From an optimization exercise on the open Yosys and OpenROAD flow, aimed at small area; shortcuts taken in it are not production practice. Where RTL was checked, it was by simulation tests only, not by an equivalence proof against the original. No activity file was given, so power comes from the tool's default toggle rates.

==> v7: inputs <==
==> flow/design.v <==
package regfile_pkg;
  localparam int DEF_DW   = 32;
  localparam int DEF_NREG = 32;
  localparam int ZERO_IDX = 0;
  function automatic int slice_lo(
    input int k,
    input int w
  );
    slice_lo = k * w;
  endfunction
endpackage
module rf_read_port
#(
  parameter int DW       = regfile_pkg::DEF_DW,
  parameter int NREG     = regfile_pkg::DEF_NREG,
  parameter int AW       = $clog2(NREG),
  parameter int BYPASS   = 1,
  parameter int ZERO_REG = 1
) (
  input  logic [NREG*DW-1:0] regs,
  input  logic [NREG-1:0]    vld,
  input  logic [NREG-1:0]    busy,
  input  logic [AW-1:0]      rd_addr,
  input  logic               fwd_en,
  input  logic [AW-1:0]      wr_addr,
  input  logic [DW-1:0]      wr_data,
  output logic [DW-1:0]      rd_data,
  output logic               rd_busy
);
  logic            zero_hit;
  logic            fwd;
  logic [NREG-1:0] hit;
  logic [NREG-1:0] sel;
  assign zero_hit = (ZERO_REG != 0) &&
                    (rd_addr == AW'(regfile_pkg::ZERO_IDX));
  assign fwd = (BYPASS != 0) && fwd_en &&
               (wr_addr == rd_addr) && !zero_hit;
  for (genvar i = 0; i < NREG; i++) begin : g_dec
    assign hit[i] = (rd_addr == AW'(i)) &&
                    !((ZERO_REG != 0) && (i == regfile_pkg::ZERO_IDX));
    assign sel[i] = hit[i] && vld[i] && !fwd;
  end
  logic [NREG-1:0] tsel;
  assign tsel = {sel[NREG-1:1], fwd};
  for (genvar b = 0; b < DW; b++) begin : g_bit
    logic [NREG-1:0] col;
    assign col[0] = wr_data[b];
    for (genvar i = 1; i < NREG; i++) begin : g_col
      assign col[i] = regs[i*DW + b];
    end
    rf_and_or #(.N(NREG)) u_ao (.sel(tsel), .d(col), .y(rd_data[b]));
  end
  always_comb begin
    rd_busy = 1'b0;
    for (int i = 0; i < NREG; i++) begin
      rd_busy = rd_busy | (busy[i] && hit[i]);
    end
    if (fwd) rd_busy = 1'b0;
  end
endmodule
module rf_and_or
#(
  parameter int N = 32
) (
  input  logic [N-1:0] sel,
  input  logic [N-1:0] d,
  output logic         y
);
  localparam int NG3 = N / 3;
  localparam int NR  = N - 3 * NG3;
  localparam int NG  = NG3 + ((NR != 0) ? 1 : 0);
  logic [NG-1:0] n;
  for (genvar g = 0; g < NG3; g++) begin : g_grp
    rf_aoi3 u_aoi (.s(sel[3*g +: 3]), .d(d[3*g +: 3]), .y_n(n[g]));
  end
  if (NR == 2) begin : g_rem2
    rf_aoi2 u_aoi (.s(sel[N-1 -: 2]), .d(d[N-1 -: 2]), .y_n(n[NG-1]));
  end else if (NR == 1) begin : g_rem1
    assign n[NG-1] = ~(sel[N-1] & d[N-1]);
  end
  assign y = ~&n;
endmodule
module rf_aoi3 (
  input  logic [2:0] s,
  input  logic [2:0] d,
  output logic       y_n
);
  assign y_n = ~|(s & d);
endmodule
module rf_aoi2 (
  input  logic [1:0] s,
  input  logic [1:0] d,
  output logic       y_n
);
  assign y_n = ~|(s & d);
endmodule
module regfile_mp_scoreboard
#(
  parameter int DW       = regfile_pkg::DEF_DW,
  parameter int NREG     = regfile_pkg::DEF_NREG,
  parameter int AW       = $clog2(NREG),
  parameter int NUM_RD   = 2,
  parameter int BYPASS   = 1,
  parameter int ZERO_REG = 1
) (
  input  logic                 clk,
  input  logic                 clear_neg,
  input  logic [NUM_RD*AW-1:0] rd_addr,
  output logic [NUM_RD*DW-1:0] rd_data,
  output logic [NUM_RD-1:0]    rd_busy,
  input  logic                 wr_en,
  input  logic [AW-1:0]        wr_addr,
  input  logic [DW-1:0]        wr_data,
  input  logic                 issue_en,
  input  logic [AW-1:0]        issue_addr,
  output logic [NREG-1:0]      busy_vec
);
  localparam int LO = (ZERO_REG != 0) ? 1 : 0;
  logic [NREG*DW-1:0] regs;
  logic [NREG-1:0]    vld;
  logic [NREG-1:0]    busy;
  logic [NREG-1:0]    wdec;
  logic [NREG-1:0]    idec;
  logic               fwd_en;
  assign fwd_en = wr_en && clear_neg;
  for (genvar i = 0; i < NREG; i++) begin : g_reg
    if (i < LO) begin : g_zero
      assign wdec[i] = 1'b0;
      assign idec[i] = 1'b0;
      assign regs[i*DW +: DW] = '0;
      assign vld[i]  = 1'b0;
      assign busy[i] = 1'b0;
    end else begin : g_store
      logic [DW-1:0] q;
      logic          v;
      logic          b;
      assign wdec[i] = wr_en && (wr_addr == AW'(i));
      assign idec[i] = issue_en && (issue_addr == AW'(i));
      always_ff @(posedge clk) begin
        if (wdec[i]) q <= wr_data;
      end
      always_ff @(posedge clk or negedge clear_neg) begin
        if (!clear_neg) v <= 1'b0;
        else if (wdec[i]) v <= 1'b1;
      end
      always_ff @(posedge clk or negedge clear_neg) begin
        if (!clear_neg) b <= 1'b0;
        else if (idec[i]) b <= 1'b1;
        else if (wdec[i]) b <= 1'b0;
      end
      assign regs[i*DW +: DW] = q;
      assign vld[i]  = v;
      assign busy[i] = b;
    end
  end
  assign busy_vec = busy;
  for (genvar k = 0; k < NUM_RD; k++) begin : g_rd
    rf_read_port #(
      .DW       (DW),
      .NREG     (NREG),
      .AW       (AW),
      .BYPASS   (BYPASS),
      .ZERO_REG (ZERO_REG)
    ) u_port (
      .regs    (regs),
      .vld     (vld),
      .busy    (busy),
      .rd_addr (rd_addr[regfile_pkg::slice_lo(k, AW) +: AW]),
      .fwd_en  (fwd_en),
      .wr_addr (wr_addr),
      .wr_data (wr_data),
      .rd_data (rd_data[regfile_pkg::slice_lo(k, DW) +: DW]),
      .rd_busy (rd_busy[k])
    );
  end
endmodule
==> flow/run.sh <==
#!/bin/bash
# synth_recipe.tcl (not shown) runs the flow's synth.tcl, then flattens the netlist and writes it again
# the make line also repeats each setting of config.mk as NAME=value (left out here)
make -C /OpenROAD-flow-scripts/flow DESIGN_CONFIG=/design/flow/config.mk WORK_HOME=/design/flow/orfs CLKGATE_MAP_FILE= SYNTH_SCRIPT=/design/flow/synth_recipe.tcl finish
==> flow/config.mk <==
export PLATFORM = sky130hd
export DESIGN_NAME = regfile_mp_scoreboard
export DESIGN_NICKNAME = regfile_mp_scoreboard
export VERILOG_FILES = /design/flow/design.v
export SDC_FILE = /design/flow/constraint.sdc
export NUM_CORES = 4
export LEC_CHECK = 0
export CAP_MARGIN = 20
export CORE_MARGIN = 2
export CORE_UTILIZATION = 40
export SETUP_SLACK_MARGIN = 0.4
export SLEW_MARGIN = 20
export SYNTH_HIERARCHICAL = 1
export SYNTH_MINIMUM_KEEP_SIZE = 0
==> flow/constraint.sdc <==
create_clock -name core_clock -period 6.0 [get_ports {clk}]
set_input_delay 1.2000 -clock core_clock [delete_from_list [all_inputs] [get_ports {clk}]]
set_output_delay 1.2000 -clock core_clock [all_outputs]
set_load 0.01 [all_outputs]
==> inputs of v14, as changes to v7 <==
==> flow/design.v (replaced) <==
package regfile_pkg;
  localparam int DEF_DW   = 32;
  localparam int DEF_NREG = 32;
  localparam int ZERO_IDX = 0;
  function automatic int slice_lo(
    input int k,
    input int w
  );
    slice_lo = k * w;
  endfunction
endpackage
module rf_read_port
#(
  parameter int DW       = regfile_pkg::DEF_DW,
  parameter int NREG     = regfile_pkg::DEF_NREG,
  parameter int AW       = $clog2(NREG),
  parameter int BYPASS   = 1,
  parameter int ZERO_REG = 1
) (
  input  logic [NREG*DW-1:0] regs,
  input  logic [NREG-1:0]    busy,
  input  logic [AW-1:0]      rd_addr,
  input  logic               fwd_en,
  input  logic [AW-1:0]      wr_addr,
  input  logic [DW-1:0]      wr_data,
  output logic [DW-1:0]      rd_data,
  output logic               rd_busy
);
  logic          zero_hit;
  logic          fwd;
  logic [DW-1:0] stored;
  assign zero_hit = (ZERO_REG != 0) &&
                    (rd_addr == AW'(regfile_pkg::ZERO_IDX));
  assign fwd = (BYPASS != 0) && fwd_en &&
               (wr_addr == rd_addr) && !zero_hit;
  assign stored =
    regs[regfile_pkg::slice_lo(int'(rd_addr), DW) +: DW];
  always_comb begin
    rd_data = stored;
    rd_busy = busy[rd_addr];
    if (zero_hit) begin
      rd_data = '0;
      rd_busy = 1'b0;
    end else if (fwd) begin
      rd_data = wr_data;
      rd_busy = 1'b0;
    end
  end
endmodule
module regfile_mp_scoreboard
#(
  parameter int DW       = regfile_pkg::DEF_DW,
  parameter int NREG     = regfile_pkg::DEF_NREG,
  parameter int AW       = $clog2(NREG),
  parameter int NUM_RD   = 2,
  parameter int BYPASS   = 1,
  parameter int ZERO_REG = 1
) (
  input  logic                 clk,
  input  logic                 clear_neg,
  input  logic [NUM_RD*AW-1:0] rd_addr,
  output logic [NUM_RD*DW-1:0] rd_data,
  output logic [NUM_RD-1:0]    rd_busy,
  input  logic                 wr_en,
  input  logic [AW-1:0]        wr_addr,
  input  logic [DW-1:0]        wr_data,
  input  logic                 issue_en,
  input  logic [AW-1:0]        issue_addr,
  output logic [NREG-1:0]      busy_vec
);
  logic [NREG*DW-1:0] regs;
  logic [NREG-1:0]    busy;
  logic               wr_ok;
  logic               iss_ok;
  logic               fwd_en;
  assign wr_ok = wr_en &&
    !((ZERO_REG != 0) && (wr_addr == AW'(regfile_pkg::ZERO_IDX)));
  assign iss_ok = issue_en &&
    !((ZERO_REG != 0) && (issue_addr == AW'(regfile_pkg::ZERO_IDX)));
  assign fwd_en = wr_en && clear_neg;
  always_ff @(posedge clk or negedge clear_neg) begin
    if (!clear_neg) begin
      regs <= '0;
    end else if (wr_ok) begin
      regs[regfile_pkg::slice_lo(int'(wr_addr), DW) +: DW] <= wr_data;
    end
  end
  always_ff @(posedge clk or negedge clear_neg) begin
    if (!clear_neg) begin
      busy <= '0;
    end else begin
      if (wr_en) busy[wr_addr] <= 1'b0;
      if (iss_ok) busy[issue_addr] <= 1'b1;
    end
  end
  assign busy_vec = busy;
  for (genvar k = 0; k < NUM_RD; k++) begin : g_rd
    rf_read_port #(
      .DW       (DW),
      .NREG     (NREG),
      .AW       (AW),
      .BYPASS   (BYPASS),
      .ZERO_REG (ZERO_REG)
    ) u_port (
      .regs    (regs),
      .busy    (busy),
      .rd_addr (rd_addr[regfile_pkg::slice_lo(k, AW) +: AW]),
      .fwd_en  (fwd_en),
      .wr_addr (wr_addr),
      .wr_data (wr_data),
      .rd_data (rd_data[regfile_pkg::slice_lo(k, DW) +: DW]),
      .rd_busy (rd_busy[k])
    );
  end
endmodule
- SYNTH_HIERARCHICAL: 1 -> unset
- SYNTH_MINIMUM_KEEP_SIZE: 0 -> unset
==> comparison <==
In v7 the utilization is higher than in v14, by 4.6 points. Against v7, the count of clock-buffer cells in the layout of v14 is higher by 36. Of v14 and v7, v14 has the higher via count (gap 16%, measured against v7). Of v14 and v7, v7 has the higher worst hold slack (gap 0.18 ns). In v14 the final area is higher than in v7, by about 20%. In v7 the total power is smaller than in v14, by 31%. Against v7, the sequential share of layout area of v14 is lower by 17 points. Of v7 and v14, v14 has the higher fmax (gap 0.44%, measured against v14). Of v7 and v14, v14 has the higher register-to-register slack (gap 0.03 ns).
For v14, only the layout was checked, not whether the RTL still works.

-- port drivers added, routing unchanged --
In the flow no input, the clock included, has a driving cell. The finished layouts below were timed again as built, in two steps.
Step 1, drivers: a clkbuf_16 drives clk and a buf_2 each remaining input, both assumed.
Step 2 times the ports against the registers' clock, not the clock port: input delays grow and output delays shrink by t, the midpoint of the rising clock arrivals with the driver on.
Three values: ideal ports, drivers, drivers and shift; two values: the first two.
| run | t (ns) | slack for setup (ns) | hold slack, ns | worst slew at a driven data input, ns | pins driven straight from the clock port |
|---|---|---|---|---|---|
| v7 | 0.761 | 0.337 / 0.315 / 0.315 | 0.491 / 0.491 / 0.491 | 0.18 | 1 |
| v14 | 0.822 | 0.362 / 0.277 / 0.277 | 0.306 / 0.332 / 0.396 | 0.10 | 1 |
After both steps every run listed still meets setup and hold. The setup slack of v14, which loses most, moves by -0.085 ns with the drivers and by -0.085 ns with both steps.
